Background: an optimization exercise with open tools, aiming at small area. Do not read the settings as production practice. Function was not checked in any run shown here: the RTL went through the layout flow alone.

==> flow/design.v <==
package layer_pkg;
   typedef logic signed [16-1:0] data_t;
   typedef logic [$clog2(8)-1:0] vec_addr_t;
   typedef logic [$clog2(16)-1:0] out_idx_t;
endpackage
package layer_coef_pkg;
   localparam int WEIGHT_ENTRIES = 4 * 8 * (16 / 4);
   localparam int BIAS_ENTRIES   = 4 * (16 / 4);
   localparam logic [WEIGHT_ENTRIES*16-1:0] weight_table = {
      {
         -16'sd38,  16'sd33,  16'sd109, 16'sd24,  -16'sd3,   -16'sd45,  -16'sd19,  16'sd48,
         16'sd103,  16'sd18,  16'sd82,  -16'sd28, 16'sd101,  -16'sd64,  -16'sd108, 16'sd3,
         -16'sd18,  16'sd107, 16'sd2,   -16'sd45, -16'sd85,  16'sd22,   16'sd86,   16'sd32,
         -16'sd1,   -16'sd105, 16'sd81, 16'sd42,  16'sd45,   16'sd39,   -16'sd54,  16'sd63
      },
      {
         16'sd29,   -16'sd75, -16'sd24, 16'sd89,  -16'sd12,  -16'sd72,  16'sd114,  -16'sd15,
         -16'sd11,  -16'sd4,  -16'sd36, 16'sd105, 16'sd53,   -16'sd50,  -16'sd37,  16'sd72,
         -16'sd110, -16'sd77, 16'sd9,   16'sd71,  16'sd1,    16'sd100,  16'sd15,   -16'sd72,
         16'sd90,   16'sd84,  16'sd7,   -16'sd36, 16'sd56,   -16'sd106, 16'sd20,   16'sd22
      },
      {
         -16'sd109, -16'sd24, 16'sd30,  16'sd68,  -16'sd123, -16'sd41,  16'sd119,  16'sd31,
         16'sd54,   16'sd121, 16'sd12,  16'sd60,  -16'sd48,  16'sd3,    -16'sd37,  16'sd78,
         16'sd93,   -16'sd101, 16'sd116, -16'sd83, 16'sd31,  -16'sd49,  16'sd124,  16'sd29,
         -16'sd78,  16'sd8,   16'sd67,  16'sd81,  16'sd87,   16'sd63,   -16'sd18,  -16'sd105
      },
      {
         -16'sd2,   -16'sd5,  16'sd22,  -16'sd23, 16'sd96,   -16'sd58,  16'sd36,   -16'sd70,
         16'sd126,  16'sd113, -16'sd73, 16'sd94,  -16'sd73,  16'sd92,   -16'sd104, -16'sd98,
         -16'sd64,  -16'sd77, -16'sd4,  -16'sd9,  -16'sd113, 16'sd20,   16'sd21,   -16'sd3,
         16'sd115,  16'sd106, 16'sd14,  -16'sd126, -16'sd1,  -16'sd93,  16'sd0,    16'sd126
      }
   };
   localparam logic [BIAS_ENTRIES*16-1:0] bias_table = {
      {-16'sd70, 16'sd120, 16'sd71,  -16'sd60},
      {-16'sd47, 16'sd115, -16'sd83, 16'sd67},
      {16'sd41,  16'sd38,  -16'sd81, -16'sd106},
      {16'sd103, 16'sd83,  16'sd0,   -16'sd10}
   };
endpackage
module layer_sequencer (
   input  logic                 clk,
   input  logic                 reset,
   input  logic                 s_valid,
   input  logic                 m_ready,
   output logic                 s_ready,
   output logic                 m_valid,
   output logic                 vec_wr_en,    
   output layer_pkg::vec_addr_t pos,          
   output logic                 run,          
   output logic                 en,           
   output layer_pkg::out_idx_t  out_idx,      
   output logic [5:0]           entry_next,   
   output logic                 x_bypass      
);
   layer_pkg::vec_addr_t load_cnt;    
   logic vec_pending;    
   logic done;           
   logic fire;
   logic can_start;
   logic start;
   logic last_start;     
   logic gap;            
   assign m_valid = done;
   assign fire    = done & m_ready;
   assign can_start  = (pos[1:0] == 2'd0) && (pos[2] != out_idx[0]) && !run && (!done || fire);
   assign start      = can_start && (out_idx != '0 || vec_pending || vec_wr_en);
   assign last_start = can_start && out_idx == 4'd15;
   assign en         = start | run;
   assign s_ready   = (pos == load_cnt) && (load_cnt != '0 || !vec_pending || last_start);
   assign vec_wr_en = s_ready & s_valid;
   assign gap       = (pos == load_cnt) && (load_cnt != '0) && !s_valid;
   assign x_bypass  = (pos == load_cnt) && out_idx == '0;
   layer_pkg::vec_addr_t pos_d;
   layer_pkg::out_idx_t  out_idx_d;
   logic                 finish;         
   assign finish     = run && pos[1:0] == 2'd3 && !(gap && out_idx == '0);
   assign pos_d      = reset ? '0 : pos + 1'b1;
   assign out_idx_d  = reset ? '0 : out_idx + finish;
   assign entry_next = {out_idx_d, pos_d[1:0]};
   always_ff @(posedge clk) begin
      pos     <= pos_d;
      out_idx <= out_idx_d;
   end
   always_ff @(posedge clk) begin
      if (reset) begin
         load_cnt    <= '0;
         vec_pending <= 1'b0;
         run         <= 1'b0;
         done        <= 1'b0;
      end else begin
         if (vec_wr_en)
            load_cnt <= load_cnt + 1'b1;
         if (vec_wr_en && load_cnt == 3'd7)
            vec_pending <= 1'b1;
         else if (start && out_idx == 4'd15)
            vec_pending <= 1'b0;
         if (start)
            run <= 1'b1;
         else if (run && (pos[1:0] == 2'd3 || (gap && out_idx == '0)))
            run <= 1'b0;
         if (finish)
            done <= 1'b1;
         else if (fire)
            done <= 1'b0;
      end
   end
endmodule
module mac_lane (
   input  logic                 clk,
   input  logic                 run,        
   input  logic                 en,         
   input  layer_pkg::out_idx_t  out_idx,
   input  layer_pkg::vec_addr_t pos,
   input  logic [5:0]           entry_next,    
   input  layer_pkg::data_t     x_a,
   input  layer_pkg::data_t     x_b,
   output layer_pkg::data_t     acc,
   output logic [16-1:0] acc_cy    
);
   localparam int ENTRIES = 16 * 4;
   logic [4*ENTRIES-1:0] a_one, a_two, a_neg, b_one, b_two, b_neg;
   logic [16*8-1:0] b_rom;
   logic [ENTRIES*8-1:0]        wa_rom, wb_rom;
   genvar i;
   generate
      for (i = 0; i < ENTRIES; i++) begin : g_w
         localparam int J  = i / 4;
         localparam int CA = (1 - J % 2) * 4 + i % 4;
         localparam int CB = (J % 2) * 4 + i % 4;
         localparam int EA = (J % 4) * 8 * (16 / 4)
                             + (J / 4) * 8 + CA;
         localparam int EB = (J % 4) * 8 * (16 / 4)
                             + (J / 4) * 8 + CB;
         localparam logic [8:0] WA = {layer_coef_pkg::weight_table[(layer_coef_pkg::WEIGHT_ENTRIES - 1 - EA) * 16 +: 8], 1'b0};
         localparam logic [8:0] WB = {layer_coef_pkg::weight_table[(layer_coef_pkg::WEIGHT_ENTRIES - 1 - EB) * 16 +: 8], 1'b0};
         assign wa_rom[i*8 +: 8] = WA[8:1];
         assign wb_rom[i*8 +: 8] = WB[8:1];
         for (genvar k = 0; k < 4; k++) begin : g_k
            assign a_one[k*ENTRIES + i] = WA[2*k+1] ^ WA[2*k];
            assign a_two[k*ENTRIES + i] = (WA[2*k+2] & ~WA[2*k+1] & ~WA[2*k]) | (~WA[2*k+2] & WA[2*k+1] & WA[2*k]);
            assign a_neg[k*ENTRIES + i] = WA[2*k+2] & ~(WA[2*k+1] & WA[2*k]);
            assign b_one[k*ENTRIES + i] = WB[2*k+1] ^ WB[2*k];
            assign b_two[k*ENTRIES + i] = (WB[2*k+2] & ~WB[2*k+1] & ~WB[2*k]) | (~WB[2*k+2] & WB[2*k+1] & WB[2*k]);
            assign b_neg[k*ENTRIES + i] = WB[2*k+2] & ~(WB[2*k+1] & WB[2*k]);
         end
      end
      for (i = 0; i < 16; i++) begin : g_b
         localparam int E = (i % 4) * (16 / 4) + i / 4;
         assign b_rom[i*8 +: 8] =
            layer_coef_pkg::bias_table[(layer_coef_pkg::BIAS_ENTRIES - 1 - E) * 16 +: 8];
      end
   endgenerate
   logic [5:0]  entry;
   logic [7:0]  bias;
   logic [15:0] addend;
   logic [3:0]  neg_a, one_a, two_a, neg_b, one_b, two_b;
   assign entry  = {out_idx, pos[1:0]};
   assign bias   = b_rom[out_idx*8 +: 8];
   assign addend = run ? acc : {{8{bias[7]}}, bias};
   logic [7:0] wa_q, wb_q;
   always_ff @(posedge clk) begin
      wa_q <= wa_rom[entry_next*8 +: 8];
      wb_q <= wb_rom[entry_next*8 +: 8];
   end
   logic [8:0] wxa, wxb;
   assign wxa = {wa_q, 1'b0};
   assign wxb = {wb_q, 1'b0};
   generate
      for (i = 0; i < 4; i++) begin : g_digit
         assign one_a[i] = wxa[2*i+1] ^ wxa[2*i];
         assign two_a[i] = (wxa[2*i+2] & ~wxa[2*i+1] & ~wxa[2*i]) | (~wxa[2*i+2] & wxa[2*i+1] & wxa[2*i]);
         assign neg_a[i] = wxa[2*i+2] & ~(wxa[2*i+1] & wxa[2*i]);
         assign one_b[i] = wxb[2*i+1] ^ wxb[2*i];
         assign two_b[i] = (wxb[2*i+2] & ~wxb[2*i+1] & ~wxb[2*i]) | (~wxb[2*i+2] & wxb[2*i+1] & wxb[2*i]);
         assign neg_b[i] = wxb[2*i+2] & ~(wxb[2*i+1] & wxb[2*i]);
      end
   endgenerate
   logic [15:0] pp_a0;
   assign pp_a0[0] = ((one_a[0] & x_a[0])) ^ neg_a[0];
   assign pp_a0[1] = ((one_a[0] & x_a[1]) | (two_a[0] & x_a[0])) ^ neg_a[0];
   assign pp_a0[2] = ((one_a[0] & x_a[2]) | (two_a[0] & x_a[1])) ^ neg_a[0];
   assign pp_a0[3] = ((one_a[0] & x_a[3]) | (two_a[0] & x_a[2])) ^ neg_a[0];
   assign pp_a0[4] = ((one_a[0] & x_a[4]) | (two_a[0] & x_a[3])) ^ neg_a[0];
   assign pp_a0[5] = ((one_a[0] & x_a[5]) | (two_a[0] & x_a[4])) ^ neg_a[0];
   assign pp_a0[6] = ((one_a[0] & x_a[6]) | (two_a[0] & x_a[5])) ^ neg_a[0];
   assign pp_a0[7] = ((one_a[0] & x_a[7]) | (two_a[0] & x_a[6])) ^ neg_a[0];
   assign pp_a0[8] = ((one_a[0] & x_a[8]) | (two_a[0] & x_a[7])) ^ neg_a[0];
   assign pp_a0[9] = ((one_a[0] & x_a[9]) | (two_a[0] & x_a[8])) ^ neg_a[0];
   assign pp_a0[10] = ((one_a[0] & x_a[10]) | (two_a[0] & x_a[9])) ^ neg_a[0];
   assign pp_a0[11] = ((one_a[0] & x_a[11]) | (two_a[0] & x_a[10])) ^ neg_a[0];
   assign pp_a0[12] = ((one_a[0] & x_a[12]) | (two_a[0] & x_a[11])) ^ neg_a[0];
   assign pp_a0[13] = ((one_a[0] & x_a[13]) | (two_a[0] & x_a[12])) ^ neg_a[0];
   assign pp_a0[14] = ((one_a[0] & x_a[14]) | (two_a[0] & x_a[13])) ^ neg_a[0];
   assign pp_a0[15] = ((one_a[0] & x_a[15]) | (two_a[0] & x_a[14])) ^ neg_a[0];
   logic [15:2] pp_a1;
   assign pp_a1[2] = ((one_a[1] & x_a[0])) ^ neg_a[1];
   assign pp_a1[3] = ((one_a[1] & x_a[1]) | (two_a[1] & x_a[0])) ^ neg_a[1];
   assign pp_a1[4] = ((one_a[1] & x_a[2]) | (two_a[1] & x_a[1])) ^ neg_a[1];
   assign pp_a1[5] = ((one_a[1] & x_a[3]) | (two_a[1] & x_a[2])) ^ neg_a[1];
   assign pp_a1[6] = ((one_a[1] & x_a[4]) | (two_a[1] & x_a[3])) ^ neg_a[1];
   assign pp_a1[7] = ((one_a[1] & x_a[5]) | (two_a[1] & x_a[4])) ^ neg_a[1];
   assign pp_a1[8] = ((one_a[1] & x_a[6]) | (two_a[1] & x_a[5])) ^ neg_a[1];
   assign pp_a1[9] = ((one_a[1] & x_a[7]) | (two_a[1] & x_a[6])) ^ neg_a[1];
   assign pp_a1[10] = ((one_a[1] & x_a[8]) | (two_a[1] & x_a[7])) ^ neg_a[1];
   assign pp_a1[11] = ((one_a[1] & x_a[9]) | (two_a[1] & x_a[8])) ^ neg_a[1];
   assign pp_a1[12] = ((one_a[1] & x_a[10]) | (two_a[1] & x_a[9])) ^ neg_a[1];
   assign pp_a1[13] = ((one_a[1] & x_a[11]) | (two_a[1] & x_a[10])) ^ neg_a[1];
   assign pp_a1[14] = ((one_a[1] & x_a[12]) | (two_a[1] & x_a[11])) ^ neg_a[1];
   assign pp_a1[15] = ((one_a[1] & x_a[13]) | (two_a[1] & x_a[12])) ^ neg_a[1];
   logic [15:4] pp_a2;
   assign pp_a2[4] = ((one_a[2] & x_a[0])) ^ neg_a[2];
   assign pp_a2[5] = ((one_a[2] & x_a[1]) | (two_a[2] & x_a[0])) ^ neg_a[2];
   assign pp_a2[6] = ((one_a[2] & x_a[2]) | (two_a[2] & x_a[1])) ^ neg_a[2];
   assign pp_a2[7] = ((one_a[2] & x_a[3]) | (two_a[2] & x_a[2])) ^ neg_a[2];
   assign pp_a2[8] = ((one_a[2] & x_a[4]) | (two_a[2] & x_a[3])) ^ neg_a[2];
   assign pp_a2[9] = ((one_a[2] & x_a[5]) | (two_a[2] & x_a[4])) ^ neg_a[2];
   assign pp_a2[10] = ((one_a[2] & x_a[6]) | (two_a[2] & x_a[5])) ^ neg_a[2];
   assign pp_a2[11] = ((one_a[2] & x_a[7]) | (two_a[2] & x_a[6])) ^ neg_a[2];
   assign pp_a2[12] = ((one_a[2] & x_a[8]) | (two_a[2] & x_a[7])) ^ neg_a[2];
   assign pp_a2[13] = ((one_a[2] & x_a[9]) | (two_a[2] & x_a[8])) ^ neg_a[2];
   assign pp_a2[14] = ((one_a[2] & x_a[10]) | (two_a[2] & x_a[9])) ^ neg_a[2];
   assign pp_a2[15] = ((one_a[2] & x_a[11]) | (two_a[2] & x_a[10])) ^ neg_a[2];
   logic [15:6] pp_a3;
   assign pp_a3[6] = ((one_a[3] & x_a[0])) ^ neg_a[3];
   assign pp_a3[7] = ((one_a[3] & x_a[1]) | (two_a[3] & x_a[0])) ^ neg_a[3];
   assign pp_a3[8] = ((one_a[3] & x_a[2]) | (two_a[3] & x_a[1])) ^ neg_a[3];
   assign pp_a3[9] = ((one_a[3] & x_a[3]) | (two_a[3] & x_a[2])) ^ neg_a[3];
   assign pp_a3[10] = ((one_a[3] & x_a[4]) | (two_a[3] & x_a[3])) ^ neg_a[3];
   assign pp_a3[11] = ((one_a[3] & x_a[5]) | (two_a[3] & x_a[4])) ^ neg_a[3];
   assign pp_a3[12] = ((one_a[3] & x_a[6]) | (two_a[3] & x_a[5])) ^ neg_a[3];
   assign pp_a3[13] = ((one_a[3] & x_a[7]) | (two_a[3] & x_a[6])) ^ neg_a[3];
   assign pp_a3[14] = ((one_a[3] & x_a[8]) | (two_a[3] & x_a[7])) ^ neg_a[3];
   assign pp_a3[15] = ((one_a[3] & x_a[9]) | (two_a[3] & x_a[8])) ^ neg_a[3];
   logic [15:0] pp_b0;
   assign pp_b0[0] = ((one_b[0] & x_b[0])) ^ neg_b[0];
   assign pp_b0[1] = ((one_b[0] & x_b[1]) | (two_b[0] & x_b[0])) ^ neg_b[0];
   assign pp_b0[2] = ((one_b[0] & x_b[2]) | (two_b[0] & x_b[1])) ^ neg_b[0];
   assign pp_b0[3] = ((one_b[0] & x_b[3]) | (two_b[0] & x_b[2])) ^ neg_b[0];
   assign pp_b0[4] = ((one_b[0] & x_b[4]) | (two_b[0] & x_b[3])) ^ neg_b[0];
   assign pp_b0[5] = ((one_b[0] & x_b[5]) | (two_b[0] & x_b[4])) ^ neg_b[0];
   assign pp_b0[6] = ((one_b[0] & x_b[6]) | (two_b[0] & x_b[5])) ^ neg_b[0];
   assign pp_b0[7] = ((one_b[0] & x_b[7]) | (two_b[0] & x_b[6])) ^ neg_b[0];
   assign pp_b0[8] = ((one_b[0] & x_b[8]) | (two_b[0] & x_b[7])) ^ neg_b[0];
   assign pp_b0[9] = ((one_b[0] & x_b[9]) | (two_b[0] & x_b[8])) ^ neg_b[0];
   assign pp_b0[10] = ((one_b[0] & x_b[10]) | (two_b[0] & x_b[9])) ^ neg_b[0];
   assign pp_b0[11] = ((one_b[0] & x_b[11]) | (two_b[0] & x_b[10])) ^ neg_b[0];
   assign pp_b0[12] = ((one_b[0] & x_b[12]) | (two_b[0] & x_b[11])) ^ neg_b[0];
   assign pp_b0[13] = ((one_b[0] & x_b[13]) | (two_b[0] & x_b[12])) ^ neg_b[0];
   assign pp_b0[14] = ((one_b[0] & x_b[14]) | (two_b[0] & x_b[13])) ^ neg_b[0];
   assign pp_b0[15] = ((one_b[0] & x_b[15]) | (two_b[0] & x_b[14])) ^ neg_b[0];
   logic [15:2] pp_b1;
   assign pp_b1[2] = ((one_b[1] & x_b[0])) ^ neg_b[1];
   assign pp_b1[3] = ((one_b[1] & x_b[1]) | (two_b[1] & x_b[0])) ^ neg_b[1];
   assign pp_b1[4] = ((one_b[1] & x_b[2]) | (two_b[1] & x_b[1])) ^ neg_b[1];
   assign pp_b1[5] = ((one_b[1] & x_b[3]) | (two_b[1] & x_b[2])) ^ neg_b[1];
   assign pp_b1[6] = ((one_b[1] & x_b[4]) | (two_b[1] & x_b[3])) ^ neg_b[1];
   assign pp_b1[7] = ((one_b[1] & x_b[5]) | (two_b[1] & x_b[4])) ^ neg_b[1];
   assign pp_b1[8] = ((one_b[1] & x_b[6]) | (two_b[1] & x_b[5])) ^ neg_b[1];
   assign pp_b1[9] = ((one_b[1] & x_b[7]) | (two_b[1] & x_b[6])) ^ neg_b[1];
   assign pp_b1[10] = ((one_b[1] & x_b[8]) | (two_b[1] & x_b[7])) ^ neg_b[1];
   assign pp_b1[11] = ((one_b[1] & x_b[9]) | (two_b[1] & x_b[8])) ^ neg_b[1];
   assign pp_b1[12] = ((one_b[1] & x_b[10]) | (two_b[1] & x_b[9])) ^ neg_b[1];
   assign pp_b1[13] = ((one_b[1] & x_b[11]) | (two_b[1] & x_b[10])) ^ neg_b[1];
   assign pp_b1[14] = ((one_b[1] & x_b[12]) | (two_b[1] & x_b[11])) ^ neg_b[1];
   assign pp_b1[15] = ((one_b[1] & x_b[13]) | (two_b[1] & x_b[12])) ^ neg_b[1];
   logic [15:4] pp_b2;
   assign pp_b2[4] = ((one_b[2] & x_b[0])) ^ neg_b[2];
   assign pp_b2[5] = ((one_b[2] & x_b[1]) | (two_b[2] & x_b[0])) ^ neg_b[2];
   assign pp_b2[6] = ((one_b[2] & x_b[2]) | (two_b[2] & x_b[1])) ^ neg_b[2];
   assign pp_b2[7] = ((one_b[2] & x_b[3]) | (two_b[2] & x_b[2])) ^ neg_b[2];
   assign pp_b2[8] = ((one_b[2] & x_b[4]) | (two_b[2] & x_b[3])) ^ neg_b[2];
   assign pp_b2[9] = ((one_b[2] & x_b[5]) | (two_b[2] & x_b[4])) ^ neg_b[2];
   assign pp_b2[10] = ((one_b[2] & x_b[6]) | (two_b[2] & x_b[5])) ^ neg_b[2];
   assign pp_b2[11] = ((one_b[2] & x_b[7]) | (two_b[2] & x_b[6])) ^ neg_b[2];
   assign pp_b2[12] = ((one_b[2] & x_b[8]) | (two_b[2] & x_b[7])) ^ neg_b[2];
   assign pp_b2[13] = ((one_b[2] & x_b[9]) | (two_b[2] & x_b[8])) ^ neg_b[2];
   assign pp_b2[14] = ((one_b[2] & x_b[10]) | (two_b[2] & x_b[9])) ^ neg_b[2];
   assign pp_b2[15] = ((one_b[2] & x_b[11]) | (two_b[2] & x_b[10])) ^ neg_b[2];
   logic [15:6] pp_b3;
   assign pp_b3[6] = ((one_b[3] & x_b[0])) ^ neg_b[3];
   assign pp_b3[7] = ((one_b[3] & x_b[1]) | (two_b[3] & x_b[0])) ^ neg_b[3];
   assign pp_b3[8] = ((one_b[3] & x_b[2]) | (two_b[3] & x_b[1])) ^ neg_b[3];
   assign pp_b3[9] = ((one_b[3] & x_b[3]) | (two_b[3] & x_b[2])) ^ neg_b[3];
   assign pp_b3[10] = ((one_b[3] & x_b[4]) | (two_b[3] & x_b[3])) ^ neg_b[3];
   assign pp_b3[11] = ((one_b[3] & x_b[5]) | (two_b[3] & x_b[4])) ^ neg_b[3];
   assign pp_b3[12] = ((one_b[3] & x_b[6]) | (two_b[3] & x_b[5])) ^ neg_b[3];
   assign pp_b3[13] = ((one_b[3] & x_b[7]) | (two_b[3] & x_b[6])) ^ neg_b[3];
   assign pp_b3[14] = ((one_b[3] & x_b[8]) | (two_b[3] & x_b[7])) ^ neg_b[3];
   assign pp_b3[15] = ((one_b[3] & x_b[9]) | (two_b[3] & x_b[8])) ^ neg_b[3];
   logic s1, c2, s3, c4, s5, c6, s7, c8, s9, c10, s11, c12, s13, c14, s15, c16;
   logic s17, c18, s19, s20, c21, s22, c23, s24, c25, s26, c27, s28, c29, s30, c31, s32;
   logic c33, s34, c35, s36, c37, s38, c39, s40, c41, s42, c43, s44, c45, s46, c47, s48;
   logic c49, s50, c51, s52, c53, s54, c55, s56, c57, s58, c59, s60, c61, s62, c63, s64;
   logic c65, s66, c67, s68, c69, s70, c71, s72, c73, s74, c75, s76, c77, s78, c79, s80;
   logic c81, s82, c83, s84, s85, s86, s87, c88, s89, c90, s91, c92, s93, c94, s95, c96;
   logic s97, c98, s99, c100, s101, c102, s103, c104, s105, c106, s107, c108, s109, c110, s111, c112;
   logic s113, c114, s115, c116, s117, c118, s119, c120, s121, c122, s123, c124, s125, c126, s127, c128;
   logic s129, c130, s131, c132, s133, c134, s135, c136, s137, c138, s139, s140, s141, c142, s143, c144;
   logic s145, c146, s147, c148, s149, c150, s151, c152, s153, c154, s155, c156, s157, c158, s159, c160;
   logic s161, c162, s163, c164, s165, c166, s167, c168, s169, c170, s171, s172, c173, s174, c175, s176;
   logic c177, s178, c179, s180, c181, s182, c183, s184, c185, s186, c187, s188, c189, s190, c191, s192;
   logic c193, s194, c195, s196, c197, s198, c199, s200, c201, s202;
   assign s1 = neg_a[3] ^ neg_b[3] ^ addend[6];
   assign c2 = (neg_a[3] & neg_b[3]) | (neg_a[3] & addend[6]) | (neg_b[3] & addend[6]);
   assign s3 = addend[7] ^ pp_b0[7];
   assign c4 = addend[7] & pp_b0[7];
   assign s5 = addend[8] ^ pp_b0[8];
   assign c6 = addend[8] & pp_b0[8];
   assign s7 = addend[9] ^ pp_b0[9];
   assign c8 = addend[9] & pp_b0[9];
   assign s9 = addend[10] ^ pp_b0[10];
   assign c10 = addend[10] & pp_b0[10];
   assign s11 = addend[11] ^ pp_b0[11];
   assign c12 = addend[11] & pp_b0[11];
   assign s13 = addend[12] ^ pp_b0[12];
   assign c14 = addend[12] & pp_b0[12];
   assign s15 = addend[13] ^ pp_b0[13];
   assign c16 = addend[13] & pp_b0[13];
   assign s17 = addend[14] ^ pp_b0[14];
   assign c18 = addend[14] & pp_b0[14];
   assign s19 = addend[15] ^ pp_b0[15];
   assign s20 = neg_a[1] ^ neg_b[1];
   assign c21 = neg_a[1] & neg_b[1];
   assign s22 = neg_a[2] ^ neg_b[2] ^ addend[4];
   assign c23 = (neg_a[2] & neg_b[2]) | (neg_a[2] & addend[4]) | (neg_b[2] & addend[4]);
   assign s24 = pp_b0[4] ^ pp_b1[4];
   assign c25 = pp_b0[4] & pp_b1[4];
   assign s26 = addend[5] ^ pp_b0[5] ^ pp_b1[5];
   assign c27 = (addend[5] & pp_b0[5]) | (addend[5] & pp_b1[5]) | (pp_b0[5] & pp_b1[5]);
   assign s28 = pp_b2[5] ^ pp_a0[5];
   assign c29 = pp_b2[5] & pp_a0[5];
   assign s30 = pp_b0[6] ^ pp_b1[6] ^ pp_b2[6];
   assign c31 = (pp_b0[6] & pp_b1[6]) | (pp_b0[6] & pp_b2[6]) | (pp_b1[6] & pp_b2[6]);
   assign s32 = pp_b3[6] ^ s1 ^ pp_a0[6];
   assign c33 = (pp_b3[6] & s1) | (pp_b3[6] & pp_a0[6]) | (s1 & pp_a0[6]);
   assign s34 = pp_a1[6] ^ pp_a2[6];
   assign c35 = pp_a1[6] & pp_a2[6];
   assign s36 = pp_b1[7] ^ pp_b2[7] ^ pp_b3[7];
   assign c37 = (pp_b1[7] & pp_b2[7]) | (pp_b1[7] & pp_b3[7]) | (pp_b2[7] & pp_b3[7]);
   assign s38 = c2 ^ s3 ^ pp_a0[7];
   assign c39 = (c2 & s3) | (c2 & pp_a0[7]) | (s3 & pp_a0[7]);
   assign s40 = pp_a1[7] ^ pp_a2[7] ^ pp_a3[7];
   assign c41 = (pp_a1[7] & pp_a2[7]) | (pp_a1[7] & pp_a3[7]) | (pp_a2[7] & pp_a3[7]);
   assign s42 = pp_b1[8] ^ pp_b2[8] ^ pp_b3[8];
   assign c43 = (pp_b1[8] & pp_b2[8]) | (pp_b1[8] & pp_b3[8]) | (pp_b2[8] & pp_b3[8]);
   assign s44 = c4 ^ s5 ^ pp_a0[8];
   assign c45 = (c4 & s5) | (c4 & pp_a0[8]) | (s5 & pp_a0[8]);
   assign s46 = pp_a1[8] ^ pp_a2[8] ^ pp_a3[8];
   assign c47 = (pp_a1[8] & pp_a2[8]) | (pp_a1[8] & pp_a3[8]) | (pp_a2[8] & pp_a3[8]);
   assign s48 = pp_b1[9] ^ pp_b2[9] ^ pp_b3[9];
   assign c49 = (pp_b1[9] & pp_b2[9]) | (pp_b1[9] & pp_b3[9]) | (pp_b2[9] & pp_b3[9]);
   assign s50 = c6 ^ s7 ^ pp_a0[9];
   assign c51 = (c6 & s7) | (c6 & pp_a0[9]) | (s7 & pp_a0[9]);
   assign s52 = pp_a1[9] ^ pp_a2[9] ^ pp_a3[9];
   assign c53 = (pp_a1[9] & pp_a2[9]) | (pp_a1[9] & pp_a3[9]) | (pp_a2[9] & pp_a3[9]);
   assign s54 = pp_b1[10] ^ pp_b2[10] ^ pp_b3[10];
   assign c55 = (pp_b1[10] & pp_b2[10]) | (pp_b1[10] & pp_b3[10]) | (pp_b2[10] & pp_b3[10]);
   assign s56 = c8 ^ s9 ^ pp_a0[10];
   assign c57 = (c8 & s9) | (c8 & pp_a0[10]) | (s9 & pp_a0[10]);
   assign s58 = pp_a1[10] ^ pp_a2[10] ^ pp_a3[10];
   assign c59 = (pp_a1[10] & pp_a2[10]) | (pp_a1[10] & pp_a3[10]) | (pp_a2[10] & pp_a3[10]);
   assign s60 = pp_b1[11] ^ pp_b2[11] ^ pp_b3[11];
   assign c61 = (pp_b1[11] & pp_b2[11]) | (pp_b1[11] & pp_b3[11]) | (pp_b2[11] & pp_b3[11]);
   assign s62 = c10 ^ s11 ^ pp_a0[11];
   assign c63 = (c10 & s11) | (c10 & pp_a0[11]) | (s11 & pp_a0[11]);
   assign s64 = pp_a1[11] ^ pp_a2[11] ^ pp_a3[11];
   assign c65 = (pp_a1[11] & pp_a2[11]) | (pp_a1[11] & pp_a3[11]) | (pp_a2[11] & pp_a3[11]);
   assign s66 = pp_b1[12] ^ pp_b2[12] ^ pp_b3[12];
   assign c67 = (pp_b1[12] & pp_b2[12]) | (pp_b1[12] & pp_b3[12]) | (pp_b2[12] & pp_b3[12]);
   assign s68 = c12 ^ s13 ^ pp_a0[12];
   assign c69 = (c12 & s13) | (c12 & pp_a0[12]) | (s13 & pp_a0[12]);
   assign s70 = pp_a1[12] ^ pp_a2[12] ^ pp_a3[12];
   assign c71 = (pp_a1[12] & pp_a2[12]) | (pp_a1[12] & pp_a3[12]) | (pp_a2[12] & pp_a3[12]);
   assign s72 = pp_b1[13] ^ pp_b2[13] ^ pp_b3[13];
   assign c73 = (pp_b1[13] & pp_b2[13]) | (pp_b1[13] & pp_b3[13]) | (pp_b2[13] & pp_b3[13]);
   assign s74 = c14 ^ s15 ^ pp_a0[13];
   assign c75 = (c14 & s15) | (c14 & pp_a0[13]) | (s15 & pp_a0[13]);
   assign s76 = pp_a1[13] ^ pp_a2[13] ^ pp_a3[13];
   assign c77 = (pp_a1[13] & pp_a2[13]) | (pp_a1[13] & pp_a3[13]) | (pp_a2[13] & pp_a3[13]);
   assign s78 = pp_b1[14] ^ pp_b2[14] ^ pp_b3[14];
   assign c79 = (pp_b1[14] & pp_b2[14]) | (pp_b1[14] & pp_b3[14]) | (pp_b2[14] & pp_b3[14]);
   assign s80 = c16 ^ s17 ^ pp_a0[14];
   assign c81 = (c16 & s17) | (c16 & pp_a0[14]) | (s17 & pp_a0[14]);
   assign s82 = pp_a1[14] ^ pp_a2[14] ^ pp_a3[14];
   assign c83 = (pp_a1[14] & pp_a2[14]) | (pp_a1[14] & pp_a3[14]) | (pp_a2[14] & pp_a3[14]);
   assign s84 = pp_b1[15] ^ pp_b2[15] ^ pp_b3[15];
   assign s85 = c18 ^ s19 ^ pp_a0[15];
   assign s86 = pp_a1[15] ^ pp_a2[15] ^ pp_a3[15];
   assign s87 = neg_a[0] ^ neg_b[0];
   assign c88 = neg_a[0] & neg_b[0];
   assign s89 = addend[2] ^ s20 ^ pp_b0[2];
   assign c90 = (addend[2] & s20) | (addend[2] & pp_b0[2]) | (s20 & pp_b0[2]);
   assign s91 = addend[3] ^ c21 ^ pp_b0[3];
   assign c92 = (addend[3] & c21) | (addend[3] & pp_b0[3]) | (c21 & pp_b0[3]);
   assign s93 = pp_b1[3] ^ pp_a0[3];
   assign c94 = pp_b1[3] & pp_a0[3];
   assign s95 = pp_b2[4] ^ s22 ^ s24;
   assign c96 = (pp_b2[4] & s22) | (pp_b2[4] & s24) | (s22 & s24);
   assign s97 = pp_a0[4] ^ pp_a1[4] ^ pp_a2[4];
   assign c98 = (pp_a0[4] & pp_a1[4]) | (pp_a0[4] & pp_a2[4]) | (pp_a1[4] & pp_a2[4]);
   assign s99 = c23 ^ c25 ^ s26;
   assign c100 = (c23 & c25) | (c23 & s26) | (c25 & s26);
   assign s101 = pp_a1[5] ^ pp_a2[5] ^ s28;
   assign c102 = (pp_a1[5] & pp_a2[5]) | (pp_a1[5] & s28) | (pp_a2[5] & s28);
   assign s103 = c27 ^ s30 ^ pp_a3[6];
   assign c104 = (c27 & s30) | (c27 & pp_a3[6]) | (s30 & pp_a3[6]);
   assign s105 = c29 ^ s34 ^ s32;
   assign c106 = (c29 & s34) | (c29 & s32) | (s34 & s32);
   assign s107 = c31 ^ s36 ^ c35;
   assign c108 = (c31 & s36) | (c31 & c35) | (s36 & c35);
   assign s109 = c33 ^ s38 ^ s40;
   assign c110 = (c33 & s38) | (c33 & s40) | (s38 & s40);
   assign s111 = c37 ^ s42 ^ c39;
   assign c112 = (c37 & s42) | (c37 & c39) | (s42 & c39);
   assign s113 = c41 ^ s44 ^ s46;
   assign c114 = (c41 & s44) | (c41 & s46) | (s44 & s46);
   assign s115 = c43 ^ s48 ^ c45;
   assign c116 = (c43 & s48) | (c43 & c45) | (s48 & c45);
   assign s117 = c47 ^ s50 ^ s52;
   assign c118 = (c47 & s50) | (c47 & s52) | (s50 & s52);
   assign s119 = c49 ^ s54 ^ c51;
   assign c120 = (c49 & s54) | (c49 & c51) | (s54 & c51);
   assign s121 = c53 ^ s56 ^ s58;
   assign c122 = (c53 & s56) | (c53 & s58) | (s56 & s58);
   assign s123 = c55 ^ s60 ^ c57;
   assign c124 = (c55 & s60) | (c55 & c57) | (s60 & c57);
   assign s125 = c59 ^ s62 ^ s64;
   assign c126 = (c59 & s62) | (c59 & s64) | (s62 & s64);
   assign s127 = c61 ^ s66 ^ c63;
   assign c128 = (c61 & s66) | (c61 & c63) | (s66 & c63);
   assign s129 = c65 ^ s68 ^ s70;
   assign c130 = (c65 & s68) | (c65 & s70) | (s68 & s70);
   assign s131 = c67 ^ s72 ^ c69;
   assign c132 = (c67 & s72) | (c67 & c69) | (s72 & c69);
   assign s133 = c71 ^ s74 ^ s76;
   assign c134 = (c71 & s74) | (c71 & s76) | (s74 & s76);
   assign s135 = c73 ^ s78 ^ c75;
   assign c136 = (c73 & s78) | (c73 & c75) | (s78 & c75);
   assign s137 = c77 ^ s80 ^ s82;
   assign c138 = (c77 & s80) | (c77 & s82) | (s80 & s82);
   assign s139 = c79 ^ s84 ^ c81;
   assign s140 = c83 ^ s85 ^ s86;
   assign s141 = addend[0] ^ s87;
   assign c142 = addend[0] & s87;
   assign s143 = addend[1] ^ c88 ^ pp_b0[1];
   assign c144 = (addend[1] & c88) | (addend[1] & pp_b0[1]) | (c88 & pp_b0[1]);
   assign s145 = pp_b1[2] ^ s89 ^ pp_a0[2];
   assign c146 = (pp_b1[2] & s89) | (pp_b1[2] & pp_a0[2]) | (s89 & pp_a0[2]);
   assign s147 = c90 ^ s91 ^ pp_a1[3];
   assign c148 = (c90 & s91) | (c90 & pp_a1[3]) | (s91 & pp_a1[3]);
   assign s149 = c92 ^ s95 ^ c94;
   assign c150 = (c92 & s95) | (c92 & c94) | (s95 & c94);
   assign s151 = c96 ^ s99 ^ c98;
   assign c152 = (c96 & s99) | (c96 & c98) | (s99 & c98);
   assign s153 = c100 ^ s103 ^ c102;
   assign c154 = (c100 & s103) | (c100 & c102) | (s103 & c102);
   assign s155 = c104 ^ s107 ^ c106;
   assign c156 = (c104 & s107) | (c104 & c106) | (s107 & c106);
   assign s157 = c108 ^ s111 ^ c110;
   assign c158 = (c108 & s111) | (c108 & c110) | (s111 & c110);
   assign s159 = c112 ^ s115 ^ c114;
   assign c160 = (c112 & s115) | (c112 & c114) | (s115 & c114);
   assign s161 = c116 ^ s119 ^ c118;
   assign c162 = (c116 & s119) | (c116 & c118) | (s119 & c118);
   assign s163 = c120 ^ s123 ^ c122;
   assign c164 = (c120 & s123) | (c120 & c122) | (s123 & c122);
   assign s165 = c124 ^ s127 ^ c126;
   assign c166 = (c124 & s127) | (c124 & c126) | (s127 & c126);
   assign s167 = c128 ^ s131 ^ c130;
   assign c168 = (c128 & s131) | (c128 & c130) | (s131 & c130);
   assign s169 = c132 ^ s135 ^ c134;
   assign c170 = (c132 & s135) | (c132 & c134) | (s135 & c134);
   assign s171 = c136 ^ s139 ^ c138;
   assign s172 = pp_b0[0] ^ s141;
   assign c173 = pp_b0[0] & s141;
   assign s174 = c142 ^ s143 ^ pp_a0[1];
   assign c175 = (c142 & s143) | (c142 & pp_a0[1]) | (s143 & pp_a0[1]);
   assign s176 = c144 ^ pp_a1[2] ^ s145;
   assign c177 = (c144 & pp_a1[2]) | (c144 & s145) | (pp_a1[2] & s145);
   assign s178 = s93 ^ c146 ^ s147;
   assign c179 = (s93 & c146) | (s93 & s147) | (c146 & s147);
   assign s180 = c148 ^ s97 ^ s149;
   assign c181 = (c148 & s97) | (c148 & s149) | (s97 & s149);
   assign s182 = c150 ^ s101 ^ s151;
   assign c183 = (c150 & s101) | (c150 & s151) | (s101 & s151);
   assign s184 = c152 ^ s105 ^ s153;
   assign c185 = (c152 & s105) | (c152 & s153) | (s105 & s153);
   assign s186 = s109 ^ c154 ^ s155;
   assign c187 = (s109 & c154) | (s109 & s155) | (c154 & s155);
   assign s188 = s113 ^ c156 ^ s157;
   assign c189 = (s113 & c156) | (s113 & s157) | (c156 & s157);
   assign s190 = s117 ^ c158 ^ s159;
   assign c191 = (s117 & c158) | (s117 & s159) | (c158 & s159);
   assign s192 = s121 ^ c160 ^ s161;
   assign c193 = (s121 & c160) | (s121 & s161) | (c160 & s161);
   assign s194 = s125 ^ c162 ^ s163;
   assign c195 = (s125 & c162) | (s125 & s163) | (c162 & s163);
   assign s196 = s129 ^ c164 ^ s165;
   assign c197 = (s129 & c164) | (s129 & s165) | (c164 & s165);
   assign s198 = s133 ^ c166 ^ s167;
   assign c199 = (s133 & c166) | (s133 & s167) | (c166 & s167);
   assign s200 = s137 ^ c168 ^ s169;
   assign c201 = (s137 & c168) | (s137 & s169) | (c168 & s169);
   assign s202 = s140 ^ c170 ^ s171;
   logic [15:0] op_a, op_b;
   assign op_a = {s202, s200, s198, s196, s194, s192, s190, s188, s186, s184, s182, s180, s178, s176, s174, pp_a0[0]};
   assign op_b = {c201, c199, c197, c195, c193, c191, c189, c187, c185, c183, c181, c179, c177, c175, c173, s172};
   logic [15:0] cy;
   logic [15:0] sum;
   logic [15:0] cy_out;
   assign cy[0] = 1'b0;
   assign sum[0] = op_a[0] ^ op_b[0] ^ cy[0];
   assign cy[1] = (op_a[0] & op_b[0]) | (op_a[0] & cy[0]) | (op_b[0] & cy[0]);
   assign sum[1] = op_a[1] ^ op_b[1] ^ cy[1];
   assign cy[2] = (op_a[1] & op_b[1]) | (op_a[1] & cy[1]) | (op_b[1] & cy[1]);
   assign sum[2] = op_a[2] ^ op_b[2] ^ cy[2];
   assign cy[3] = (op_a[2] & op_b[2]) | (op_a[2] & cy[2]) | (op_b[2] & cy[2]);
   assign sum[3] = op_a[3] ^ op_b[3] ^ cy[3];
   assign cy[4] = (op_a[3] & op_b[3]) | (op_a[3] & cy[3]) | (op_b[3] & cy[3]);
   assign sum[4] = op_a[4] ^ op_b[4] ^ cy[4];
   assign cy[5] = (op_a[4] & op_b[4]) | (op_a[4] & cy[4]) | (op_b[4] & cy[4]);
   assign sum[5] = op_a[5] ^ op_b[5] ^ cy[5];
   assign cy_out[6] = (op_a[5] & op_b[5]) | (op_a[5] & cy[5]) | (op_b[5] & cy[5]);
   assign cy[6] = run & acc_cy[6];
   assign sum[6] = op_a[6] ^ op_b[6] ^ cy[6];
   assign cy[7] = (op_a[6] & op_b[6]) | (op_a[6] & cy[6]) | (op_b[6] & cy[6]);
   assign sum[7] = op_a[7] ^ op_b[7] ^ cy[7];
   assign cy[8] = (op_a[7] & op_b[7]) | (op_a[7] & cy[7]) | (op_b[7] & cy[7]);
   assign sum[8] = op_a[8] ^ op_b[8] ^ cy[8];
   assign cy[9] = (op_a[8] & op_b[8]) | (op_a[8] & cy[8]) | (op_b[8] & cy[8]);
   assign sum[9] = op_a[9] ^ op_b[9] ^ cy[9];
   assign cy_out[10] = (op_a[9] & op_b[9]) | (op_a[9] & cy[9]) | (op_b[9] & cy[9]);
   assign cy[10] = run & acc_cy[10];
   assign sum[10] = op_a[10] ^ op_b[10] ^ cy[10];
   assign cy[11] = (op_a[10] & op_b[10]) | (op_a[10] & cy[10]) | (op_b[10] & cy[10]);
   assign sum[11] = op_a[11] ^ op_b[11] ^ cy[11];
   assign cy[12] = (op_a[11] & op_b[11]) | (op_a[11] & cy[11]) | (op_b[11] & cy[11]);
   assign sum[12] = op_a[12] ^ op_b[12] ^ cy[12];
   assign cy[13] = (op_a[12] & op_b[12]) | (op_a[12] & cy[12]) | (op_b[12] & cy[12]);
   assign sum[13] = op_a[13] ^ op_b[13] ^ cy[13];
   assign cy_out[14] = (op_a[13] & op_b[13]) | (op_a[13] & cy[13]) | (op_b[13] & cy[13]);
   assign cy[14] = run & acc_cy[14];
   assign sum[14] = op_a[14] ^ op_b[14] ^ cy[14];
   assign cy[15] = (op_a[14] & op_b[14]) | (op_a[14] & cy[14]) | (op_b[14] & cy[14]);
   assign sum[15] = op_a[15] ^ op_b[15] ^ cy[15];
   assign cy_out[0] = 1'b0;
   assign cy_out[1] = 1'b0;
   assign cy_out[2] = 1'b0;
   assign cy_out[3] = 1'b0;
   assign cy_out[4] = 1'b0;
   assign cy_out[5] = 1'b0;
   assign cy_out[7] = 1'b0;
   assign cy_out[8] = 1'b0;
   assign cy_out[9] = 1'b0;
   assign cy_out[11] = 1'b0;
   assign cy_out[12] = 1'b0;
   assign cy_out[13] = 1'b0;
   assign cy_out[15] = 1'b0;
   logic [15:0] cy_q;    
   always_ff @(posedge clk)
      if (en) begin
         acc  <= sum;
         cy_q <= cy_out & 16'h4440;
      end
   assign acc_cy = cy_q & 16'h4440;
endmodule
module mac_array (
   input  logic                 clk,
   input  logic                 vec_wr_en,
   input  logic                 x_bypass,
   input  layer_pkg::data_t     data_in,
   input  layer_pkg::vec_addr_t pos,
   input  logic                 run,
   input  logic                 en,
   input  layer_pkg::out_idx_t  out_idx,
   input  logic [5:0]           entry_next,
   output layer_pkg::data_t     acc,
   output logic [16-1:0] acc_cy
);
   layer_pkg::data_t ring [0:8-1];
   always_ff @(posedge clk) begin
      for (int k = 0; k < 8 - 1; k++)
         ring[k] <= ring[k+1];
      ring[8-1] <= vec_wr_en ? data_in : ring[0];
   end
   mac_lane u_lane (
      .clk     (clk),
      .run     (run),
      .en      (en),
      .out_idx (out_idx),
      .pos     (pos),
      .entry_next (entry_next),
      .x_a     (x_bypass ? data_in : ring[0]),    
      .x_b     (ring[8/2]),           
      .acc     (acc),
      .acc_cy  (acc_cy)
   );
endmodule
module result_buffer (
   input  layer_pkg::data_t acc,
   input  logic [16-1:0] acc_cy,
   output layer_pkg::data_t data_out
);
   layer_pkg::data_t result;
   assign result   = acc + acc_cy;
   assign data_out = result[16-1] ? '0 : result;
endmodule
module layer_top (
   input  logic             clk,
   input  logic             reset,
   input  logic             s_valid,
   input  logic             m_ready,
   input  layer_pkg::data_t data_in,
   output logic             s_ready,
   output logic             m_valid,
   output layer_pkg::data_t data_out
);
   logic                 vec_wr_en;
   logic                 x_bypass;
   layer_pkg::vec_addr_t pos;
   logic                 run, en;
   layer_pkg::out_idx_t  out_idx;
   logic [5:0]           entry_next;
   layer_pkg::data_t     acc;
   logic [16-1:0] acc_cy;
   layer_sequencer u_sequencer (
      .clk       (clk),
      .reset     (reset),
      .s_valid   (s_valid),
      .m_ready   (m_ready),
      .s_ready   (s_ready),
      .m_valid   (m_valid),
      .vec_wr_en (vec_wr_en),
      .pos       (pos),
      .run       (run),
      .en        (en),
      .out_idx   (out_idx),
      .entry_next(entry_next),
      .x_bypass  (x_bypass)
   );
   mac_array u_mac_array (
      .clk       (clk),
      .vec_wr_en (vec_wr_en),
      .x_bypass  (x_bypass),
      .data_in   (data_in),
      .pos       (pos),
      .run       (run),
      .en        (en),
      .out_idx   (out_idx),
      .entry_next(entry_next),
      .acc       (acc),
      .acc_cy    (acc_cy)
   );
   result_buffer u_result_buffer (
      .acc      (acc),
      .acc_cy   (acc_cy),
      .data_out (data_out)
   );
endmodule
==> flow/flow/run.sh <==
#!/bin/bash
# The standard layout (standard.sh) with extra ORFS make variables, one
# per line in flow/make_vars. Each ORFS step keeps its own log under
# orfs/logs; make's own output goes to flow_make.log here.
set -euo pipefail
args=()
while IFS= read -r line; do
   [[ -z "$line" || "$line" == \#* ]] && continue
   args+=("$line")
done < flow/make_vars
bash standard.sh "${args[@]}" finish > flow_make.log 2>&1
==> flow/flow/make_vars <==
BUFFER_PORTS_ARGS=-buffer_cell sky130_fd_sc_hd__buf_1
==> flow/standard.sh <==
#!/bin/bash
# synth_recipe.tcl (not shown) runs the flow's synth.tcl, then flattens the netlist and writes it again
# the make line also repeats each setting of config.mk as NAME=value (left out here)
make -C /OpenROAD-flow-scripts/flow DESIGN_CONFIG=/design/flow/config.mk WORK_HOME=/design/flow/orfs CLKGATE_MAP_FILE= SYNTH_SCRIPT=/design/flow/synth_recipe.tcl "${@:-finish}"
==> flow/config.mk <==
export PLATFORM = sky130hd
export DESIGN_NAME = layer_top
export DESIGN_NICKNAME = layer_top
export VERILOG_FILES = /design/flow/design.v
export SDC_FILE = /design/flow/constraint.sdc
export NUM_CORES = 4
export LEC_CHECK = 0
export CAP_MARGIN = 20
export CORE_MARGIN = 2
export CORE_UTILIZATION = 40
export SLEW_MARGIN = 20
==> flow/constraint.sdc <==
create_clock -name core_clock -period 7.0 [get_ports {clk}]
set_input_delay 1.4000 -clock core_clock [delete_from_list [all_inputs] [get_ports {clk}]]
set_output_delay 1.4000 -clock core_clock [all_outputs]
set_load 0.01 [all_outputs]
==> impl_metrics.toml, run 1 <==
[synth]
ys_seq_elements = 176
synth_ff_type = "dfxtp_1"
synth_xor_area_share_pct = 9.54
synth_edf_count = 19
synth_cell_types = 65
synth.top_cell.area_share_pct = 26.6
syn_area_um2 = 11800
yosysTopAreaCell = "dfxtp_1"
yosys-top-cells-area = "dfxtp_1, fa_1, xnor2_1, ha_1, edfxtp_1"
synth-compound-area-share_pct = 15.4
synth_area_per_cell_um2 = 9.49
synth_mux_area_share_pct = 5.27
synth_fa_ha_area_share_pct = 21.3
ys_seq_area_share_pct = 31.4
synthCells = 1246
synth_top_family_by_area = "adder cells"
synthSimpleGateAreaFrac_pct = 9.67
synth_warnings = 5
synth.net_count = 1410
async_flop_share_pct = 0

[route]
top_layer_used = "met4"
wl_met3_mm = 1.64
drc = 0
avgViaCountPerCell = 5.44
drt_iter0_markers = 889
wl_per_cell_um = 18.2
routed_wl_mm = 29.7
vias = 8871
route.layer.met1.wl_mm = 13.4
ant_nets = 0
drt_pass1_iterations = 6
dr_wl_met2_mm = 13.8

[timing]
whs_ps = 324
setup_violations = 0
tightest_slew_ps = 899
maxSlewHeadroom_pct = 39.7
hold_violations = 0
maxSlewViolCount = 0
setup_ws_ps = 796
finClkSkew_ps = 16.6
timing.setup.tns_ps = 0
rsz0062_at_grt = "false"
period_share_pct = 88.6
post-route-min-period_ps = 6200
fmaxAchievable_mhz = 161

[cells_and_area]
drive_gt1_share_pct = 7.37
num-fill-cells = 2789
layout.nets = 1399
syn2layout_area_growth_pct = 8.72
seqCellArea_um2 = 3710
antenna_cells = 0
fin_area_um2 = 12900
multi_input_area_um2 = 7250

[floorplanning]
die_height_um = 176
rows = 62
die_area_um2 = 31000
ios = 38
core_region_area_um2 = 28900
floorplan.initialDensity_pct = 40.9
die-width_um = 176

[clock_network]
cts_inserted_buffers = 17
clock_latency_ps = 440
post_cts_buffers = 0
cts_tree = "yes"
clkTransAtPathRegs_ps = 80
ctsResizeCount = 0
cts-root-buf = "clkbuf_16"
htreeDepth = 4
ctsLongestPathBuffers = 2
cts_num_sinks = 176
cts_hold_buf = 0

[setup_path]
cp-end-kind = "flop"
crit_buf_inv = 8
crit_arrival_ps = 6380
critPathMaxFanout = 19
cpMostUsedCell = "fa_1"
startpoint_type = "flop"
path_class = "flop to flop"
cp_cell_sequence = "inv_1 > ha_1 > nor3b_2 > nand4_1 > buf_4 > mux2_2 > a22oi_1 > xnor2_1 > fa_1 > inv_1 > fa_1 > inv_1 > fa_1 > fa_1 > inv_1 > fa_1 > inv_1 > fa_1 > inv_1 > fa_1 > inv_1 > fa_1"
critPathRequiredTime_ps = 7170
slowest_delay_ps = 560
cp_slowest_cell = "fa_1"
cpLargestDelayFamily = "adder cells"

[status]
status = "complete, no violations"

[min_path]
hold_class = "flop to flop"

[global_route]
grt_first_pass_wirelength_mm = 47.9
track_usage_pct = 19.7
gr-total-overflow = 0
grt_pass1_vias = 8752
grt_max_degree = 49
antenna_found_initial = 0

[place]
port_buffers = 36
gp_congestion = 0.930
dp_hpwl_mm = 21.6
pre_cts_ws_ps = 803
dpl_cell_area_um2 = 12300

[job]
max-cap-violations = 0
-- layout by cell type, fill, tap and decap left out, types with 19 or more instances in the layout --
master | Yosys | routed
nor2_1 | 58 | 57
xor2_1 | 42 | 42
mux2i_1 | 27 | 27
buf_4 | 4 | 27
fa_1 | 95 | 95
nor2b_1 | 20 | 19
nand2b_1 | 23 | 22
ha_1 | 49 | 49
buf_1 | 16 | 36
edfxtp_1 | 19 | 19
dfxtp_1 | 157 | 157
xnor2_1 | 78 | 78
nand2_1 | 92 | 92
a22oi_1 | 68 | 68
inv_1 | 127 | 127
a21oi_1 | 62 | 62
o21ai_0 | 46 | 46
-- per-stage QoR --
step           instances  utilization (%)
2_1_floorplan       1246                -
3_3_place_gp        1600             42.4
3_5_place_dp        1600             42.4
4_1_cts             1632             44.4
5_1_grt             1632             44.4
6_report            1632             44.4
-- kinds of logic (layout without fill, tap and decap cells) --
family | Yosys count | in the layout
compound gates | 276 | 276
simple gates | 244 | 244
buf+inv | 224 | 226
flops | 176 | 176
fa+ha+maj | 144 | 144
xor+xnor | 124 | 124
mux | 57 | 57
other cells | 1 | 1
-- worst register-to-register path: stages, from the launching register on --
cell     delay (ps)
dfxtp_1         550
inv_1           150
ha_1            250
nor3b_2         160
nand4_1          90
buf_4           330
mux2_2          490
a22oi_1         260
xnor2_1         140
fa_1            560
inv_1            50
fa_1            350
inv_1            80
fa_1            430
fa_1            490
inv_1            50
fa_1            410
inv_1            80
fa_1            150
inv_1            50
fa_1            360
inv_1            80
fa_1            400
-- path summary, 6_finish.rpt --
check                              start                         end  slack (ps)  depth (start not counted)
setup / recovery  u_sequencer.out_idx[0]  u_mac_array.u_lane.acc[13]         800                         22
hold / removal    u_mac_array.ring[6][4]      u_mac_array.ring[5][4]         320                          0
setup reg to reg  u_sequencer.out_idx[0]  u_mac_array.u_lane.acc[13]         800                         22
hold reg to reg   u_mac_array.ring[6][4]      u_mac_array.ring[5][4]         320                          0
-- cell usage after synthesis (5+ instances only) --
master and number:
ha_1 49, or2_2 6, clkbuf_1 61, a22oi_1 68, buf_2 9, mux2_2 10
mux2_1 16, nand2b_1 23, o21ai_0 46, nor2_1 58, o22ai_1 6, a221oi_1 5
o211ai_1 7, a211oi_1 11, edfxtp_1 19, a31oi_1 12, a22o_1 9, o21ai_1 13
nor3_1 11, nor2b_1 20, buf_1 16, nand2_1 92, dfxtp_1 157, mux2i_1 27
fa_1 95, a311oi_1 7, inv_1 127, a21oi_1 62, xnor2_1 78, nand3_1 14
xor2_1 42
-- state kept, by name, summed over array words and instances, names as in the netlist --
signal,flops
u_mac_array.u_lane.wa_q,8
u_sequencer.vec_pending,1
u_sequencer.load_cnt,3
u_sequencer.out_idx,4
u_mac_array.u_lane.cy_q,3
u_mac_array.u_lane.wb_q,8
u_mac_array.u_lane.acc,16
u_sequencer.run,1
u_sequencer.pos,3
u_mac_array.ring,128
u_sequencer.done,1
-- cell type report --
cell class	count	share of cell area, %
clock inverter	14	1.09
sequential	176	28.9
timing repair buffer	63	2.63
multi-input combinational	846	56.3
clock buffer	18	3.50
inverter	131	3.82
tap	384	3.74
-- metal layers --
metal	vias to the layer above	global-route usage (%)
met5	-	0
met4	0	6.78
met3	65	3.25
met2	330	31.8
met1	4318	27.0
li1	4158	-
==> inputs of run 2 (changes only) <==
--- a/flow/design.v
+++ b/flow/design.v
@@ -531,17 +531,16 @@
    assign sum[8] = op_a[8] ^ op_b[8] ^ cy[8];
    assign cy[9] = (op_a[8] & op_b[8]) | (op_a[8] & cy[8]) | (op_b[8] & cy[8]);
    assign sum[9] = op_a[9] ^ op_b[9] ^ cy[9];
-   assign cy_out[10] = (op_a[9] & op_b[9]) | (op_a[9] & cy[9]) | (op_b[9] & cy[9]);
-   assign cy[10] = run & acc_cy[10];
+   assign cy[10] = (op_a[9] & op_b[9]) | (op_a[9] & cy[9]) | (op_b[9] & cy[9]);
    assign sum[10] = op_a[10] ^ op_b[10] ^ cy[10];
-   assign cy[11] = (op_a[10] & op_b[10]) | (op_a[10] & cy[10]) | (op_b[10] & cy[10]);
+   assign cy_out[11] = (op_a[10] & op_b[10]) | (op_a[10] & cy[10]) | (op_b[10] & cy[10]);
+   assign cy[11] = run & acc_cy[11];
    assign sum[11] = op_a[11] ^ op_b[11] ^ cy[11];
    assign cy[12] = (op_a[11] & op_b[11]) | (op_a[11] & cy[11]) | (op_b[11] & cy[11]);
    assign sum[12] = op_a[12] ^ op_b[12] ^ cy[12];
    assign cy[13] = (op_a[12] & op_b[12]) | (op_a[12] & cy[12]) | (op_b[12] & cy[12]);
    assign sum[13] = op_a[13] ^ op_b[13] ^ cy[13];
-   assign cy_out[14] = (op_a[13] & op_b[13]) | (op_a[13] & cy[13]) | (op_b[13] & cy[13]);
-   assign cy[14] = run & acc_cy[14];
+   assign cy[14] = (op_a[13] & op_b[13]) | (op_a[13] & cy[13]) | (op_b[13] & cy[13]);
    assign sum[14] = op_a[14] ^ op_b[14] ^ cy[14];
    assign cy[15] = (op_a[14] & op_b[14]) | (op_a[14] & cy[14]) | (op_b[14] & cy[14]);
    assign sum[15] = op_a[15] ^ op_b[15] ^ cy[15];
@@ -554,17 +553,18 @@
    assign cy_out[7] = 1'b0;
    assign cy_out[8] = 1'b0;
    assign cy_out[9] = 1'b0;
-   assign cy_out[11] = 1'b0;
+   assign cy_out[10] = 1'b0;
    assign cy_out[12] = 1'b0;
    assign cy_out[13] = 1'b0;
+   assign cy_out[14] = 1'b0;
    assign cy_out[15] = 1'b0;
    logic [15:0] cy_q;    
    always_ff @(posedge clk)
       if (en) begin
          acc  <= sum;
-         cy_q <= cy_out & 16'h4440;
+         cy_q <= cy_out & 16'h0840;
       end
-   assign acc_cy = cy_q & 16'h4440;
+   assign acc_cy = cy_q & 16'h0840;
 endmodule
 module mac_array (
    input  logic                 clk,
==> flow/flow/make_vars (replaced) <==
BUFFER_PORTS_ARGS=-buffer_cell sky130_fd_sc_hd__buf_1
CTS_BUF_LIST=sky130_fd_sc_hd__clkbuf_8
==> run 2 against run 1 <==
Against the previous run:
- count of clock-buffer cells in the layout unchanged
- synthesized cell count decreased by 0.96%
- largest cell class unchanged
- final area grew 0.77%
- critical endpoint is now u_mac_array.u_lane.acc[15]
- still clean on timing, DRC and antenna
==> impl_metrics.toml, run 2 <==
[timing]
finClkSkew_ps = 17.0
period_share_pct = 95.9
tightest_slew_ps = 1020
maxSlewHeadroom_pct = 32.2
fmaxAchievable_mhz = 149
post-route-min-period_ps = 6710
setup_violations = 0
whs_ps = 319
timing.setup.tns_ps = 0
maxSlewViolCount = 0
hold_violations = 0

[cells_and_area]
drive_gt1_share_pct = 11.1
layout_commonest_cell = "dfxtp_1"
reg_top3 = "u_mac_array.ring x128, u_mac_array.u_lane.acc x16"
syn2layout_area_growth_pct = 10.5
largest_reg_flops = 128
regMostFlops = "u_mac_array.ring"
mostFrequentLayoutCells = "dfxtp_1, inv_1, xnor2_1, fa_1, nand2_1"
antenna_cells = 0
num-fill-cells = 2762
layout.nets = 1422
fin_util_pct = 45.0

[floorplanning]
die_height_um = 175
core_region_area_um2 = 28800
floorplan.initialDensity_pct = 40.8
die_area_um2 = 30700
rows = 62
ios = 38
die-width_um = 175

[synth]
ys_seq_area_share_pct = 31.4
syn_area_um2 = 11700
synth_cell_types = 59
async_flop_share_pct = 0
synth.top_cell.area_share_pct = 26.8
yosysTopAreaCell = "dfxtp_1"
ys_seq_elements = 175
synth_warnings = 5
yosysMostFrequentCell = "dfxtp_1"
synth_fa_ha_area_share_pct = 21.3
synth_ff_type = "dfxtp_1"
synthSimpleGateAreaFrac_pct = 8.94
synth_mux_area_share_pct = 5.19
synth_area_per_cell_um2 = 9.51
synth.net_count = 1397
synth_xor_area_share_pct = 9.42
synth_top_cells_by_count = "dfxtp_1, inv_1, xnor2_1"
synthCells = 1234
yosys-top-cells-area = "dfxtp_1, fa_1, xnor2_1, ha_1, a22oi_1"
synth-compound-area-share_pct = 16.5
synth_edf_count = 18
synth_top_family_by_area = "adder cells"

[clock_network]
clkTransAtPathRegs_ps = 90
htreeDepth = 4
cts-root-buf = "clkbuf_8"
cts_num_sinks = 175
cts_inserted_buffers = 17
ctsLongestPathBuffers = 2
cts_tree = "yes"
clock_latency_ps = 480

[place]
gp_congestion = 0.925
dp_hpwl_mm = 22.6
port_buffers = 36

[route]
wl_per_cell_um = 18.1
avgViaCountPerCell = 5.31
drt_pass1_iterations = 5
drc = 0
routed_wl_mm = 29.9
ant_nets = 0
drt_iter0_markers = 851
vias = 8799

[setup_path]
critPathRequiredTime_ps = 7220
startpoint_type = "flop"
crit_arrival_ps = 6930
critPathMaxFanout = 9
path_class = "flop to flop"
cp-end-kind = "flop"

[global_route]
met1_usage_pct = 27.4
grt_util_met3_pct = 2.72
grt-busiest-layer = "met2"
antenna_found_initial = 0
met2_usage_pct = 32.4
grt_first_pass_wirelength_mm = 47.9
grt_max_degree = 50
grt_pass1_vias = 8678
track_usage_pct = 20.0
gr-total-overflow = 0

[status]
status = "complete, no violations"

[min_path]
hold_class = "flop to flop"

[job]
max-cap-violations = 0
run 2: final timing paths:
path                            depth (start not counted)  slack, ps                         end                     from
worst max-delay path                                   24        290  u_mac_array.u_lane.acc[15]   u_sequencer.out_idx[0]
worst min register to register                          0        320     u_mac_array.ring[2][15]  u_mac_array.ring[3][15]
worst min-delay path                                    0        320     u_mac_array.ring[2][15]  u_mac_array.ring[3][15]
worst max register to register                         24        290  u_mac_array.u_lane.acc[15]   u_sequencer.out_idx[0]
run 2: logic make-up (layout without fill, tap and decap cells):
group | after synthesis | after routing
AOI/OAI and AO/OA | 294 | 294
xor gates and xnor gates | 123 | 123
adders and majority gates | 143 | 143
buffers and inverters | 221 | 259
DFF | 175 | 175
muxes | 55 | 55
other | 1 | 1
and+or+nand+nor | 222 | 222
run 2: area by class of cell:
class / count / area, um2 / share of cell area (%)
multi-input cells: 838 / 7280 / 56.2
flip-flops and latches: 175 / 3680 / 28.4
repair buffers: 95 / 594 / 4.59
inverters: 132 / 495 / 3.82
well taps: 384 / 480 / 3.71
clock buffers: 18 / 248 / 1.91
clock inverters: 14 / 179 / 1.38
run 2: metrics by stage:
stage                     instances  area (um2)  setup WS (ps)
after CTS                      1656       12900           7.56
after floorplan                1234       11700           97.7
final                          1656       13000            286
after global routing           1656       13000          -10.5
after global placement         1621       12400           -131
after detailed placement       1621       12400           -207
run 2: layer usage:
metal,up-vias,part of all wire (%)
li1,4205,-
met1,4284,46
met2,274,47
met3,36,5.3
met4,0,1.8
met5,-,0
run 2: what timing repair did:
| action | 4_1_cts | 5_1_grt |
|---|---|---|
| gates resized for setup | 1 | 15 |
| pin swaps | 0 | 7 |
| hold buffers | 0 | 0 |
| setup endpoints to repair | 1 | 1 |
| setup buffers | 3 | 0 |
| endpoints found under the hold margin | 0 | 0 |
run 2: critical path, cell delays in order (launching register included):
cell and delay [ps]:
dfxtp_1 320, inv_1 130, ha_4 170, nor3b_4 210, nand4_4 130, buf_12 180, mux2_2 330, a22oi_2 210
xnor2_1 170, fa_1 480, fa_1 400, fa_1 490, inv_1 50, fa_1 470, inv_1 50, fa_1 440
fa_1 400, fa_1 400, fa_2 380, xnor2_2 160, xnor2_1 190, xnor2_1 150, xnor2_1 160, xnor2_1 150
xnor3_1 230

## re-timing with driven ports
Ports are ideal in the flow. The routed layouts listed here were re-timed in OpenROAD. Step 1 sets driving cells, clkbuf_16 on the clock port and buf_2 on the other inputs (assumed; they add their load-dependent delay and slew). Step 2 adds t to the input delays and takes it off the output delays; t is the mean of the earliest and latest rising clock arrival at the registers after step 1. Input paths then give back, and output paths get back, about the clock's delay inside the block. Three values: ideal ports, drivers, drivers and shift; two values: the first two.
run	t (ns)	slack for setup (ns)	latest minus earliest clock arrival (ns)
run 1	0.478	0.796 / 0.796 / 0.796	0.017 / 0.017
run 2	0.516	0.286 / 0.286 / -0.068	0.017 / 0.017
With both steps, setup timing fails in run 2, where it was met with ideal ports. The setup slack of run 2, which loses most, moves by 0.000 ns with the drivers and by -0.354 ns with both steps.
